Source: an optimization exercise on an open RTL-to-GDS flow (aim: small area, a short achievable clock period and few clock cycles per item). Production flows keep margins and buffers that such runs may drop. Where RTL was checked, it was by simulation tests only, not by an equivalence proof against the original. Power is estimated from default activity; no workload was simulated.

==> flow/design.v (excerpt) <==
module playfair_digraph_cipher_top (
  input  logic         clk,
  input  logic         rst_n,
  input  logic         cfg_we,
  input  logic [2:0]   cfg_index,
  input  logic [24:0]  cfg_data,
  input  logic         in_valid,
  output logic         in_ready,
  input  logic [4:0]   in_letter,
  input  logic         in_final,
  output logic         out_valid,
  input  logic         out_ready,
  output logic [4:0]   out_letter,
  output logic         out_letter_valid,
  output logic         out_eom,
  output logic         out_odd_error
);
Settings: LEC_CHECK=0, ABC_AREA=1, CAP_MARGIN=20, CORE_MARGIN=2, CORE_UTILIZATION=50, CTS_BUF_LIST=sky130_fd_sc_hd__clkbuf_16, CTS_CLUSTER_DIAMETER=120, CTS_CLUSTER_SIZE=25, PLACE_DENSITY=0.7, SETUP_SLACK_MARGIN=4.3, SLEW_MARGIN=20; clock period 7.0 ns.
run.sh (not shown) runs the stock make flow with config.mk's settings and CLKGATE_MAP_FILE= SYNTH_SCRIPT=/design/flow/synth_recipe.tcl, a recipe that flattens the netlist after the stock synthesis.
The first run finished clean.
Edit:
--- a/flow/design.v
+++ b/flow/design.v
@@ -90,15 +90,15 @@
   end
   logic       pend_v_r;
   logic [4:0] pend_let_r;
   logic [5:0] pend_pos_r;
   logic [5:0] fill_pos_r;
   logic       j_v_r;
   logic [5:0] j_p1_r, j_p2_r;
-  logic       j_dec_r, j_mark_r, j_last_r, j_twice_r;
+  logic       j_mark_r, j_last_r, j_twice_r;
   logic       j_done;
   logic       need_job;
   logic       same;
   logic [5:0] nj_p1, nj_p2;
   logic       nj_mark, nj_twice;
   logic       pend_v_nxt;
   assign same     = (pend_let_r == a_let_r);
@@ -161,15 +161,15 @@
     end
     if ((cons && !pend_v_r) || fx_r == 2'd3) begin
       pend_pos_r <= {loc_r, loc_c};
     end
   end
   logic       adv;           
   logic [1:0] s_r;           
-  logic       r_v_r, r_x_r, r_dec_r, r_mark_r, r_last_r;
+  logic       r_v_r, r_x_r, r_mark_r, r_last_r;
   logic [2:0] r_row_r, r_col_r;
   logic       yp_v_r;        
   logic [4:0] yp_let_r;
   logic       yp_lv_r, yp_eom_r;
   logic       yk_r;          
   logic       o_v_r;
   logic [7:0] o_r;           
@@ -181,15 +181,15 @@
   logic [24:0] row_sel;
   logic [4:0] rd_let;
   logic       keep;
   assign {r1, c1} = j_p1_r;
   assign {r2, c2} = j_p2_r;
   assign eqr      = (r1 == r2);
   assign eqc      = (c1 == c2);
-  assign back     = j_dec_r;
+  assign back     = dec_r;
   always_comb begin
     if (!s_r[0]) begin
       rd_r = (!eqr && eqc) ? step_idx(r2, back) : r2;
       rd_c = eqr ? step_idx(c2, back) : (eqc ? c2 : c1);
     end else begin
       rd_r = (!eqr && eqc) ? step_idx(r1, back) : r1;
       rd_c = eqr ? step_idx(c1, back) : (eqc ? c1 : c2);
@@ -233,47 +233,45 @@
         if (!r_v_r || !r_x_r) begin
           o_v_r  <= yp_v_r;
           yp_v_r <= 1'b0;
         end else if (r_mark_r) begin
           o_v_r  <= 1'b1;
           yp_v_r <= 1'b0;
         end else begin
-          o_v_r  <= !r_dec_r || keep;
-          yp_v_r <= !r_dec_r || yk_r || (r_last_r && !keep);
+          o_v_r  <= !dec_r || keep;
+          yp_v_r <= !dec_r || yk_r || (r_last_r && !keep);
         end
       end
     end
   end
   always_ff @(posedge clk) begin
     if (cons && need_job) begin
       j_p1_r    <= nj_p1;
       j_p2_r    <= nj_p2;
-      j_dec_r   <= dec_r;
       j_mark_r  <= nj_mark;
       j_last_r  <= a_fin_r;
       j_twice_r <= nj_twice;
     end
     if (adv) begin
       r_x_r    <= s_r[0];
       r_row_r  <= rd_r;
       r_col_r  <= rd_c;
-      r_dec_r  <= j_dec_r;
       r_mark_r <= j_mark_r;
       r_last_r <= j_last_r && (!j_twice_r || s_r[1]);
       if (!r_v_r || !r_x_r) begin
         o_r <= {yp_let_r, yp_lv_r, yp_eom_r, 1'b0};
         if (r_v_r) begin
           yp_let_r <= rd_let;
           yk_r     <= keep;
         end
       end else if (r_mark_r) begin
         o_r <= 8'b00000_0_1_1;
       end else begin
-        o_r <= {rd_let, 1'b1, r_last_r && r_dec_r && !yk_r, 1'b0};
-        if (!r_dec_r || yk_r) begin
+        o_r <= {rd_let, 1'b1, r_last_r && dec_r && !yk_r, 1'b0};
+        if (!dec_r || yk_r) begin
           yp_lv_r  <= 1'b1;
           yp_eom_r <= r_last_r;
         end else begin
           yp_let_r <= 5'd0;
           yp_lv_r  <= 1'b0;
           yp_eom_r <= 1'b1;
         end
After rerunning: Power decreases by 1.4%; cell area came out lower by 0.95%; die area goes down by 0.63%; global-route usage rises by 0.27 points; non-clock buffer count rises by 3.
Testbench counts after the change, summed over its fixed seeds: cycles 13,875, letters 12,800.
Only the layout flow was run in the first run of this note; the RTL was not checked for function there.

## v16
The RTL this note starts from:
==> flow/design.v <==
module playfair_digraph_cipher_top (
  input  logic         clk,
  input  logic         rst_n,
  input  logic         cfg_we,
  input  logic [2:0]   cfg_index,
  input  logic [24:0]  cfg_data,
  input  logic         in_valid,
  output logic         in_ready,
  input  logic [4:0]   in_letter,
  input  logic         in_final,
  output logic         out_valid,
  input  logic         out_ready,
  output logic [4:0]   out_letter,
  output logic         out_letter_valid,
  output logic         out_eom,
  output logic         out_odd_error
);
  function automatic logic [4:0] fold_j(input logic [4:0] v);
    fold_j = (v == 5'd9) ? 5'd8 : v;
  endfunction
  function automatic logic [2:0] step_idx(input logic [2:0] i, input logic back);
    logic [2:0] res;
    if (back) begin
      res = (i == 3'd0) ? 3'd4 : i - 3'd1;
    end else begin
      res = (i == 3'd4) ? 3'd0 : i + 3'd1;
    end
    step_idx = res;
  endfunction
  logic         dec_r;
  logic [4:0]   fill_r;      
  logic [124:0] sq_r;        
  always_ff @(posedge clk) begin
    if (!rst_n || (cfg_we && cfg_index == 3'd0)) begin
      dec_r <= cfg_data[0] & rst_n;
    end
    for (int r = 0; r < 5; r++) begin
      if (!rst_n || (cfg_we && cfg_index == 3'(r + 1))) begin
        sq_r[r*25 +: 25] <= cfg_data & {25{rst_n}};
      end
    end
    if (!rst_n || (cfg_we && cfg_index == 3'd6)) begin
      fill_r <= rst_n ? fold_j(cfg_data[4:0]) : 5'd23;
    end
  end
  logic [1:0] fx_r;
  always_ff @(posedge clk) begin
    if (!rst_n) begin
      fx_r <= 2'd0;
    end else if (cfg_we) begin
      fx_r <= 2'd1;
    end else if (fx_r != 2'd0) begin
      fx_r <= fx_r + 2'd1;
    end
  end
  logic       a_v_r, s_v_r;
  logic [4:0] a_let_r, s_let_r;
  logic       a_fin_r, s_fin_r;
  logic       accept;
  logic       cons;          
  logic [4:0] in_fold;
  logic       in_ready_r;
  logic       s_v_nxt;
  assign in_ready = in_ready_r;
  assign accept   = in_valid && in_ready;
  assign in_fold  = fold_j(in_letter);
  logic [24:0] hit;
  logic [4:0]  rowhit;
  logic [2:0]  colidx [5];
  logic [2:0]  loc_r, loc_c;
  always_comb begin
    for (int i = 0; i < 25; i++) begin
      hit[i] = (sq_r[i*5 +: 5] == a_let_r);
    end
    for (int r = 0; r < 5; r++) begin
      rowhit[r] = |hit[r*5 +: 5];
      colidx[r] = 3'd0;
      for (int c = 4; c >= 0; c--) begin
        if (hit[r*5 + c]) colidx[r] = 3'(c);
      end
    end
    loc_r = 3'd0;
    for (int r = 4; r >= 0; r--) begin
      if (rowhit[r]) loc_r = 3'(r);
    end
    loc_c = colidx[0];
    for (int r = 4; r >= 0; r--) begin
      if (rowhit[r]) loc_c = colidx[r];
    end
  end
  logic       pend_v_r;
  logic [4:0] pend_let_r;
  logic [5:0] pend_pos_r;
  logic [5:0] fill_pos_r;
  logic       j_v_r;
  logic [5:0] j_p1_r, j_p2_r;
  logic       j_dec_r, j_mark_r, j_last_r, j_twice_r;
  logic       j_done;
  logic       need_job;
  logic       same;
  logic [5:0] nj_p1, nj_p2;
  logic       nj_mark, nj_twice;
  logic       pend_v_nxt;
  assign same     = (pend_let_r == a_let_r);
  assign need_job = a_fin_r || pend_v_r;
  assign cons     = a_v_r && (!need_job || !j_v_r || j_done);
  assign s_v_nxt = (!a_v_r || cons) ? 1'b0 : (s_v_r || accept);
  always_comb begin
    nj_p1      = pend_pos_r;
    nj_p2      = {loc_r, loc_c};
    nj_mark    = 1'b0;
    nj_twice   = 1'b0;
    pend_v_nxt = 1'b0;
    if (!pend_v_r) begin
      nj_p1 = {loc_r, loc_c};
      nj_p2 = fill_pos_r;
      if (!a_fin_r) pend_v_nxt = 1'b1;
      nj_mark = dec_r;
    end else if (!dec_r && same) begin
      nj_p2      = fill_pos_r;
      nj_twice   = a_fin_r;
      pend_v_nxt = !a_fin_r;
    end
  end
  always_ff @(posedge clk) begin
    if (!rst_n) begin
      a_v_r    <= 1'b0;
      s_v_r    <= 1'b0;
      in_ready_r <= 1'b1;
      pend_v_r <= 1'b0;
      fill_pos_r <= 6'd0;
    end else begin
      if (!a_v_r || cons) begin
        a_v_r <= s_v_r || accept;
      end
      s_v_r      <= s_v_nxt;
      in_ready_r <= !s_v_nxt && !cfg_we && (fx_r == 2'd0 || fx_r == 2'd3);
      if (cons) begin
        pend_v_r <= pend_v_nxt;
      end
      if (fx_r == 2'd2) begin
        fill_pos_r <= {loc_r, loc_c};
      end
    end
  end
  always_ff @(posedge clk) begin
    if (fx_r == 2'd1) begin
      a_let_r <= fill_r;
    end else if (fx_r == 2'd2) begin
      a_let_r <= pend_let_r;
    end else if (!a_v_r || cons) begin
      a_let_r <= s_v_r ? s_let_r : in_fold;
      a_fin_r <= s_v_r ? s_fin_r : in_final;
    end
    if (a_v_r && !cons && accept) begin
      s_let_r <= in_fold;
      s_fin_r <= in_final;
    end
    if (cons && !pend_v_r) begin
      pend_let_r <= a_let_r;
    end
    if ((cons && !pend_v_r) || fx_r == 2'd3) begin
      pend_pos_r <= {loc_r, loc_c};
    end
  end
  logic       adv;           
  logic [1:0] s_r;           
  logic       r_v_r, r_x_r, r_dec_r, r_mark_r, r_last_r;
  logic [2:0] r_row_r, r_col_r;
  logic       yp_v_r;        
  logic [4:0] yp_let_r;
  logic       yp_lv_r, yp_eom_r;
  logic       yk_r;          
  logic       o_v_r;
  logic [7:0] o_r;           
  assign adv    = !o_v_r || out_ready;
  assign j_done = j_v_r && adv && s_r[0] && (!j_twice_r || s_r[1]);
  logic       eqr, eqc, back;
  logic [2:0] r1, c1, r2, c2;
  logic [2:0] rd_r, rd_c;
  logic [24:0] row_sel;
  logic [4:0] rd_let;
  logic       keep;
  assign {r1, c1} = j_p1_r;
  assign {r2, c2} = j_p2_r;
  assign eqr      = (r1 == r2);
  assign eqc      = (c1 == c2);
  assign back     = j_dec_r;
  always_comb begin
    if (!s_r[0]) begin
      rd_r = (!eqr && eqc) ? step_idx(r2, back) : r2;
      rd_c = eqr ? step_idx(c2, back) : (eqc ? c2 : c1);
    end else begin
      rd_r = (!eqr && eqc) ? step_idx(r1, back) : r1;
      rd_c = eqr ? step_idx(c1, back) : (eqc ? c1 : c2);
    end
  end
  always_comb begin
    case (r_row_r)
      3'd0:    row_sel = sq_r[24:0];
      3'd1:    row_sel = sq_r[49:25];
      3'd2:    row_sel = sq_r[74:50];
      3'd3:    row_sel = sq_r[99:75];
      default: row_sel = sq_r[124:100];
    endcase
    case (r_col_r)
      3'd0:    rd_let = row_sel[4:0];
      3'd1:    rd_let = row_sel[9:5];
      3'd2:    rd_let = row_sel[14:10];
      3'd3:    rd_let = row_sel[19:15];
      default: rd_let = row_sel[24:20];
    endcase
  end
  assign keep = (rd_let != fill_r);
  always_ff @(posedge clk) begin
    if (!rst_n) begin
      j_v_r  <= 1'b0;
      s_r    <= 2'd0;
      r_v_r  <= 1'b0;
      yp_v_r <= 1'b0;
      o_v_r  <= 1'b0;
    end else begin
      if (cons && need_job) begin
        j_v_r <= 1'b1;
      end else if (j_done) begin
        j_v_r <= 1'b0;
      end
      if (adv) begin
        if (j_v_r) begin
          s_r <= j_done ? 2'd0 : s_r + 2'd1;
        end
        r_v_r <= j_v_r;
        if (!r_v_r || !r_x_r) begin
          o_v_r  <= yp_v_r;
          yp_v_r <= 1'b0;
        end else if (r_mark_r) begin
          o_v_r  <= 1'b1;
          yp_v_r <= 1'b0;
        end else begin
          o_v_r  <= !r_dec_r || keep;
          yp_v_r <= !r_dec_r || yk_r || (r_last_r && !keep);
        end
      end
    end
  end
  always_ff @(posedge clk) begin
    if (cons && need_job) begin
      j_p1_r    <= nj_p1;
      j_p2_r    <= nj_p2;
      j_dec_r   <= dec_r;
      j_mark_r  <= nj_mark;
      j_last_r  <= a_fin_r;
      j_twice_r <= nj_twice;
    end
    if (adv) begin
      r_x_r    <= s_r[0];
      r_row_r  <= rd_r;
      r_col_r  <= rd_c;
      r_dec_r  <= j_dec_r;
      r_mark_r <= j_mark_r;
      r_last_r <= j_last_r && (!j_twice_r || s_r[1]);
      if (!r_v_r || !r_x_r) begin
        o_r <= {yp_let_r, yp_lv_r, yp_eom_r, 1'b0};
        if (r_v_r) begin
          yp_let_r <= rd_let;
          yk_r     <= keep;
        end
      end else if (r_mark_r) begin
        o_r <= 8'b00000_0_1_1;
      end else begin
        o_r <= {rd_let, 1'b1, r_last_r && r_dec_r && !yk_r, 1'b0};
        if (!r_dec_r || yk_r) begin
          yp_lv_r  <= 1'b1;
          yp_eom_r <= r_last_r;
        end else begin
          yp_let_r <= 5'd0;
          yp_lv_r  <= 1'b0;
          yp_eom_r <= 1'b1;
        end
      end
    end
  end
  assign out_valid        = o_v_r;
  assign out_letter       = o_r[7:3];
  assign out_letter_valid = o_r[2];
  assign out_eom          = o_r[1];
  assign out_odd_error    = o_r[0];
endmodule
clock: 7.0 ns
lec_check: 0
abc_area: 1
cap_margin: 20
core_margin: 2
core_utilization: 50
place_density: 0.7
setup_slack_margin: 4.3
slew_margin: 20
Inputs modified between v16 and v11:
-- flow/design.v --
<<< v16, line 60
  logic       cons;          
  logic [4:0] in_fold;
  logic       in_ready_r;
  logic       s_v_nxt;
  assign in_ready = in_ready_r;
  assign accept   = in_valid && in_ready;
  assign in_fold  = fold_j(in_letter);
>>> v11, line 60
  logic       cons;          
  logic [4:0] in_fold;
  assign in_ready = !s_v_r && (fx_r == 2'd0);
  assign accept   = in_valid && in_ready;
  assign in_fold  = fold_j(in_letter);
<<< v16, line 105
  assign need_job = a_fin_r || pend_v_r;
  assign cons     = a_v_r && (!need_job || !j_v_r || j_done);
  assign s_v_nxt = (!a_v_r || cons) ? 1'b0 : (s_v_r || accept);
  always_comb begin
    nj_p1      = pend_pos_r;
>>> v11, line 103
  assign need_job = a_fin_r || pend_v_r;
  assign cons     = a_v_r && (!need_job || !j_v_r || j_done);
  always_comb begin
    nj_p1      = pend_pos_r;
<<< v16, line 127
      a_v_r    <= 1'b0;
      s_v_r    <= 1'b0;
      in_ready_r <= 1'b1;
      pend_v_r <= 1'b0;
      fill_pos_r <= 6'd0;
>>> v11, line 124
      a_v_r    <= 1'b0;
      s_v_r    <= 1'b0;
      pend_v_r <= 1'b0;
      fill_pos_r <= 6'd0;
<<< v16, line 133
      if (!a_v_r || cons) begin
        a_v_r <= s_v_r || accept;
      end
      s_v_r      <= s_v_nxt;
      in_ready_r <= !s_v_nxt && !cfg_we && (fx_r == 2'd0 || fx_r == 2'd3);
      if (cons) begin
        pend_v_r <= pend_v_nxt;
>>> v11, line 129
      if (!a_v_r || cons) begin
        a_v_r <= s_v_r || accept;
        s_v_r <= 1'b0;
      end else if (accept) begin
        s_v_r <= 1'b1;
      end
      if (cons) begin
        pend_v_r <= pend_v_nxt;
Findings:
- Portion of the layout cell area used by non-clock buffers ended up 0.46 points lower on v11 than on v16.
- When the final numbers for v11 and v16 were put side by side, the global-route track usage on met3 turned out to be greater in v11.
- Run comparison: v16 launch point of the worst path out_ready; v11 launch point of the worst path fx_r[0]$_SDFFE_PN0P_
- Comparing buffers inserted during post-CTS setup optimization for v11 and v16, the bigger number came from v16.
- Of v11 and v16, the run reporting the higher detail-routed via count per cell was v16.
- v11: final hold slack is 0.0097 ns higher than what v16 reported.
- Of the two candidates, v16 has the worse routed wire length and v11 the better one.
- Total length of routed met3 wires of v11 falls short of that of v16 by a little under 10%.
- Of v11 and v16, the run reporting the higher part of the cycle the worst path needs was v11.
- v11 vs. v16: area growth from synthesis to layout decreased by 1.8 points relative to the old numbers; adder-cell share of the synthesized area held steady.
- Comparing the two runs side by side, v11 comes out ahead of v16 on power.
- From v11 to v16, async set-reset flop share out of synthesis did not move at all.
Testbench counts of v11, summed over its fixed seeds: cycles 13,875, letters 12,800.
No functional check of the RTL was part of v16.

-- static timing again, ports no longer ideal --
How much do the figures lean on ideal ports? The routed layouts below were timed once more, with nothing changed but the port constraints.
Step 1 sets driving cells, clkbuf_16 on the clock port and buf_2 on the other inputs (assumed; they add their load-dependent delay and slew).
Step 2 times the ports against the registers' clock, not the clock port: input delays grow and output delays shrink by t, the midpoint of the rising clock arrivals with the driver on.
a / b / c = no drivers / after step 1 / after step 2; a / b = the first two.
| run | shift t [ns] | setup slack, ns | cell pins on the clock port's net |
|---|---|---|---|
| the first run of note 1 | 0.527 | 4.356 / 4.381 / 3.854 | 1 |
| the second run of note 1 | 0.525 | 4.382 / 4.400 / 3.880 | 1 |
| v16 | 0.564 | 4.349 / 4.371 / 3.807 | 1 |
| v11 | 0.554 | 4.243 / 4.197 / 3.819 | 1 |
After both steps every run listed still meets setup and hold. The setup slack of v16, which loses most, moves by +0.022 ns with the drivers and by -0.542 ns with both steps.
